This design comes from an exercise in tuning for small area, a short achievable clock period and few clock cycles on the open sky130 flow, not from production work. Where RTL was checked, it was by simulation tests only, not by an equivalence proof against the original.

Setup of the reference run:
## complex_unit
module complex_unit (
    input  logic          cpu_clk_i,
    input  logic          rst_i,
    input  logic          flush_i,
    input  logic          cu_valid_i,
    input  logic [2:0]    cu_opcode_i,
    input  logic [31:0]   cu_operand1_i,
    input  logic [31:0]   cu_operand2_i,
    output logic          busy_o,
    output logic [31:0]   result_o,
    output logic          wb_valid_o
);
For scale: roughly 3700 cells after synthesis, about 110 flip-flops, about 28000 sq um of cells after synthesis.
Settings: LEC_CHECK=0, CAP_MARGIN=20, CORE_MARGIN=2, CORE_UTILIZATION=40, SETUP_SLACK_MARGIN=3.5, SLEW_MARGIN=20; clock period 10.0 ns.
run.sh (not shown) runs the stock make flow with config.mk's settings and CLKGATE_MAP_FILE= SYNTH_SCRIPT=/design/flow/synth_recipe.tcl, a recipe that flattens the netlist after the stock synthesis.
The reference run: PASS, flow complete, no timing, DRC or antenna violations
Testbench counts of the reference run, summed over its fixed seeds: cycles 12,772.
> inputs changed (the reference run -> the trial run)
diff --git a/flow/design.v b/flow/design.v
--- a/flow/design.v
+++ b/flow/design.v
@@ -105,31 +105,21 @@
     logic        w_x_zero, w_small;
     assign w_lp     = bitlen(r_p[31:0]);
     assign w_lx     = bitlen(r_x[31:0]);
     assign w_j      = w_lp - w_lx;
     assign w_x_zero = (r_x[31:0] == 32'd0);
     assign w_small  = (w_lp < w_lx);
-    logic [34:0] w_ta, w_tb, w_tc;
-    logic        w_a_ok, w_b_ok, w_c_ok, w_q1, w_q2;
-    logic [31:0] w_r2;
-    assign w_ta   = {3'b0, r_p[31:0]} - {2'b0, r_x};
-    assign w_tb   = {3'b0, r_p[31:0]} - {3'b0, r_x[32:1]};
-    assign w_tc   = {3'b0, r_p[31:0]} - {2'b0, r_x} - {3'b0, r_x[32:1]};
-    assign w_a_ok = !w_ta[34];
-    assign w_b_ok = !w_tb[34];
-    assign w_c_ok = !w_tc[34];
-    assign w_q1   = w_a_ok;
-    assign w_q2   = w_a_ok ? w_c_ok : w_b_ok;
-    always_comb begin
-        case ({w_q1, w_q2})
-            2'b11:   w_r2 = w_tc[31:0];
-            2'b10:   w_r2 = w_ta[31:0];
-            2'b01:   w_r2 = w_tb[31:0];
-            default: w_r2 = r_p[31:0];
-        endcase
-    end
+    logic [64:0] w_t1f, w_t2f;
+    logic [31:0] w_r1, w_r2;
+    logic        w_q1, w_q2;
+    assign w_t1f = bk_add({32'd0, r_p[31:0]}, {31'd0, ~r_x}, 1'b1, 33);
+    assign w_q1  = w_t1f[33];
+    assign w_r1  = w_q1 ? w_t1f[31:0] : r_p[31:0];
+    assign w_t2f = bk_add({32'd0, w_r1}, {32'd0, ~r_x[32:1]}, 1'b1, 32);
+    assign w_q2  = w_t2f[32];
+    assign w_r2  = w_q2 ? w_t2f[31:0] : w_r1;
     always_ff @(posedge cpu_clk_i) begin
         if (rst_i || flush_i) begin
             r_state <= S_IDLE;
         end else if (w_accept) begin
             r_state <= !w_is_div ? S_MUL : (w_q0 ? S_DONE : S_NORM);
         end else begin
--- outcome ---
- The trial run did not stop at any stage, and its layout met the timing, design-rule and antenna checks.
- The trial run vs. the reference run: synthesized cell count decreased by 272 relative to the old numbers.
- Cell area | the trial run vs the reference run | the trial run smaller
- Compared with the reference run, the trial run shows a lower total length of routed met3 wires.
- The lower die area of the trial run and the reference run is in the trial run.
- Compared with the reference run, in the trial run placement-stage cell area decreased about 5.6%, via-per-instance ratio saw a decrease, non-clock buffer total of the final layout shows a reduction of 3.1%.
- Run comparison: the trial run startpoint of the most critical setup path r_p[3]; the reference run startpoint of the most critical setup path cu_operand1_i[0]
- Per the comparison of the trial run with the reference run, CTS H-tree depth comparable; number of vias in the routed layout lost 2550.
- The synthesis-to-finish area growth of the trial run and that of the reference run are within noise of each other.
The RTL of the trial run was laid out without a check of its function.

* * *

## run A
Starting RTL as in the previous note.
clock: 10.0 ns
lec_check: 0
cap_margin: 20
core_margin: 2
core_utilization: 40
setup_slack_margin: 4
slew_margin: 20
Testbench counts of run A, summed over its fixed seeds: cycles 12,772.
The inputs of run B differ from those of run A as listed below.
diff --git a/flow/design.v b/flow/design.v
--- a/flow/design.v
+++ b/flow/design.v
@@ -80,19 +80,12 @@
     assign w_na     = w_na_f[32:0];
     assign w_nb     = w_nb_f[32:0];
     assign w_abs_a  = w_a_neg ? w_na[31:0] : cu_operand1_i;
     assign w_abs_b  = w_b_neg ? w_nb[31:0] : cu_operand2_i;
     assign w_swap   = bytelen(cu_operand1_i, w_sa) < bytelen(cu_operand2_i, w_sb);
     assign w_mx     = w_swap ? (w_a_neg ? w_nb : w_b_ext) : (w_b_neg ? w_na : w_a_ext);
-    function automatic logic [3:0] nlen(input logic [31:0] v);
-        nlen = 4'd0;
-        for (int i = 0; i < 8; i++)
-            if (v[4*i +: 4] != 4'd0) nlen = 4'(i + 1);
-    endfunction
-    logic w_q0;
-    assign w_q0 = nlen(w_abs_a) < nlen(w_abs_b);
     logic [40:0] w_prod;
     mul_step u_mul (.p(r_p), .x(r_x), .d(r_q[7:0]), .s(w_prod));
     logic w_mul_last;
     always_comb begin
         case (r_cnt[1:0])
             2'd0:    w_mul_last = (r_q[31:8] == 24'd0);
@@ -128,13 +121,13 @@
         endcase
     end
     always_ff @(posedge cpu_clk_i) begin
         if (rst_i || flush_i) begin
             r_state <= S_IDLE;
         end else if (w_accept) begin
-            r_state <= !w_is_div ? S_MUL : (w_q0 ? S_DONE : S_NORM);
+            r_state <= w_is_div ? S_NORM : S_MUL;
         end else begin
             case (r_state)
                 S_MUL:  if (w_mul_last) r_state <= S_DONE;
                 S_NORM: if (w_x_zero || w_small) r_state <= S_DONE;
                         else r_state <= S_DIV;
                 S_DIV:  if (r_cnt == 5'd0) r_state <= S_DONE;
==> comparison <==
- Run B vs run A — count of buffers added by post-CTS timing repair for setup dropped 2.
- Well tap count, run A and run B: lower on run B
- Comparing routing usage on met1 for run A and run B, the smaller number came from run B.
- Higher final worst clock skew goes to run A over run B.
- Compare run A and run B | non-clock buffering overhead in the final layout lower: run B
- Looking at worst setup path endpoint, the r_state[1] result is from run A; the r_x[23] one comes from run B.
Testbench counts of run B, summed over its fixed seeds: cycles 13,035.

* * *

complex_unit, a different RTL version from the one above (not shown whole).
Size: about 3,000 cells after synthesis, about 110 flip-flops, ~0.025 mm2 of cells after synthesis.
export LEC_CHECK = 0
export CAP_MARGIN = 20
export CORE_MARGIN = 2
export CORE_UTILIZATION = 40
export SETUP_SLACK_MARGIN = 4
export SLEW_MARGIN = 20
create_clock -name core_clock -period 10.0 [get_ports {cpu_clk_i}]
Testbench counts at the start, summed over its fixed seeds: cycles 12,772.
Then changed:
--- a/flow/design.v
+++ b/flow/design.v
@@ -1089,34 +1089,12 @@
     assign t444 = (t298 & t369) | (t368 & (t298 ^ t369));
     assign t445 = t300 ^ t371 ^ t370;
     assign t446 = (t300 & t371) | (t370 & (t300 ^ t371));
     assign t447 = (x[31] & d[7]) ^ ~(x[32] & d[6]) ^ t372;
     assign t448 = ((x[31] & d[7]) & ~(x[32] & d[6])) | (t372 & ((x[31] & d[7]) ^ ~(x[32] & d[6])));
     logic [40:0] ra, rb;
     assign ra = {1'b1, ~(x[32] & d[7]), t447, t445, t443, t441, t439, t437, t435, t433, t431, t429, t427, t425, t423, t421, t419, t417, t415, t413, t411, t409, t407, t405, t403, t401, t399, t397, t395, t393, t391, t389, t387, t385, t383, t381, t379, t377, t375, p[1], (x[0] & d[0])};
     assign rb = {1'b0, t448, t446, t444, t442, t440, t438, t436, t434, t432, t430, t428, t426, t424, t422, t420, t418, t416, t414, t412, t410, t408, t406, t404, t402, t400, t398, t396, t394, t392, t390, t388, t386, t384, t382, t380, t378, t376, t374, t373, p[0]};
     logic [41:0] sum;
-    assign sum = bk_add41(ra, rb, 1'b0);
+    assign sum = {1'b0, ra} + {1'b0, rb};
     assign s = sum[40:0];
-    function automatic logic [41:0] bk_add41(input logic [40:0] a, input logic [40:0] b,
-                                             input logic cin);
-        logic [41:0] g, p, gg, pp;
-        g[0] = cin; p[0] = 1'b0;
-        for (int i = 0; i < 41; i++) begin
-            g[i+1] = a[i] & b[i];
-            p[i+1] = a[i] ^ b[i];
-        end
-        gg = g; pp = p;
-        for (int d = 1; d <= 41; d = d * 2)
-            for (int i = 2*d - 1; i <= 41; i = i + 2*d) begin
-                gg[i] = gg[i] | (pp[i] & gg[i-d]);
-                pp[i] = pp[i] & pp[i-d];
-            end
-        for (int d = 64; d >= 1; d = d / 2)
-            for (int i = 3*d - 1; i <= 41; i = i + 2*d) begin
-                gg[i] = gg[i] | (pp[i] & gg[i-d]);
-                pp[i] = pp[i] & pp[i-d];
-            end
-        for (int i = 0; i < 41; i++) bk_add41[i] = p[i+1] ^ gg[i];
-        bk_add41[41] = gg[41];
-    endfunction
 endmodule
Result: The changed run produced a clean layout; clock-buffer cell count is unchanged; setup slack improves by 0.15 ns; core utilization drops by 1.7 points; worst hold slack degrades by 0.0073 ns; register-to-register slack improves by 0.15 ns; design area climbs by 2.4%; global-route usage drops by 2.7 points; die area climbs by 5.7%; via count climbs by 5.1%; final cell count climbs by 8.0%; first-iteration DRC count drops by 11%; routed wire length drops by 3.3%.
The RTL of the second run of this note was laid out without a check of its function.

port drivers added, routing unchanged:
In the flow no input, the clock included, has a driving cell. The finished layouts below were timed again as built, in two steps.
Step 1 assumes that a clkbuf_16 drives the clock port and a buf_2 every other input.
Step 2 times the ports against the registers' clock, not the clock port: input delays grow and output delays shrink by t, the midpoint of the rising clock arrivals with the driver on.
Slacks: ideal ports / drivers / drivers and shift; pairs: ideal ports / drivers.
| run | t (ns) | slack for setup (ns) | worst setup path after step 2 | worst slew at a driven data input, ns | cell pins on the clock port's net |
|---|---|---|---|---|---|
| the reference run | 0.431 | 3.478 / 3.514 / 3.083 | input to register | 0.05 | 1 |
| the trial run | 0.446 | 3.583 / 3.583 / 3.191 | input to register | 0.07 | 1 |
| run A | 0.442 | 3.753 / 3.777 / 3.335 | input to register | 0.05 | 1 |
| run B | 0.464 | 4.039 / 4.050 / 3.615 | input to register | 0.06 | 1 |
| the first run of note 3 | 0.437 | 3.502 / 3.502 / 3.377 | input to register | 0.06 | 1 |
| the second run of note 3 | 0.453 | 3.655 / 3.655 / 3.541 | input to register | 0.07 | 1 |
After both steps every run listed still meets setup and hold. For run B, which loses most, drivers alone change the setup slack by +0.011 ns; drivers and shift together by -0.424 ns.
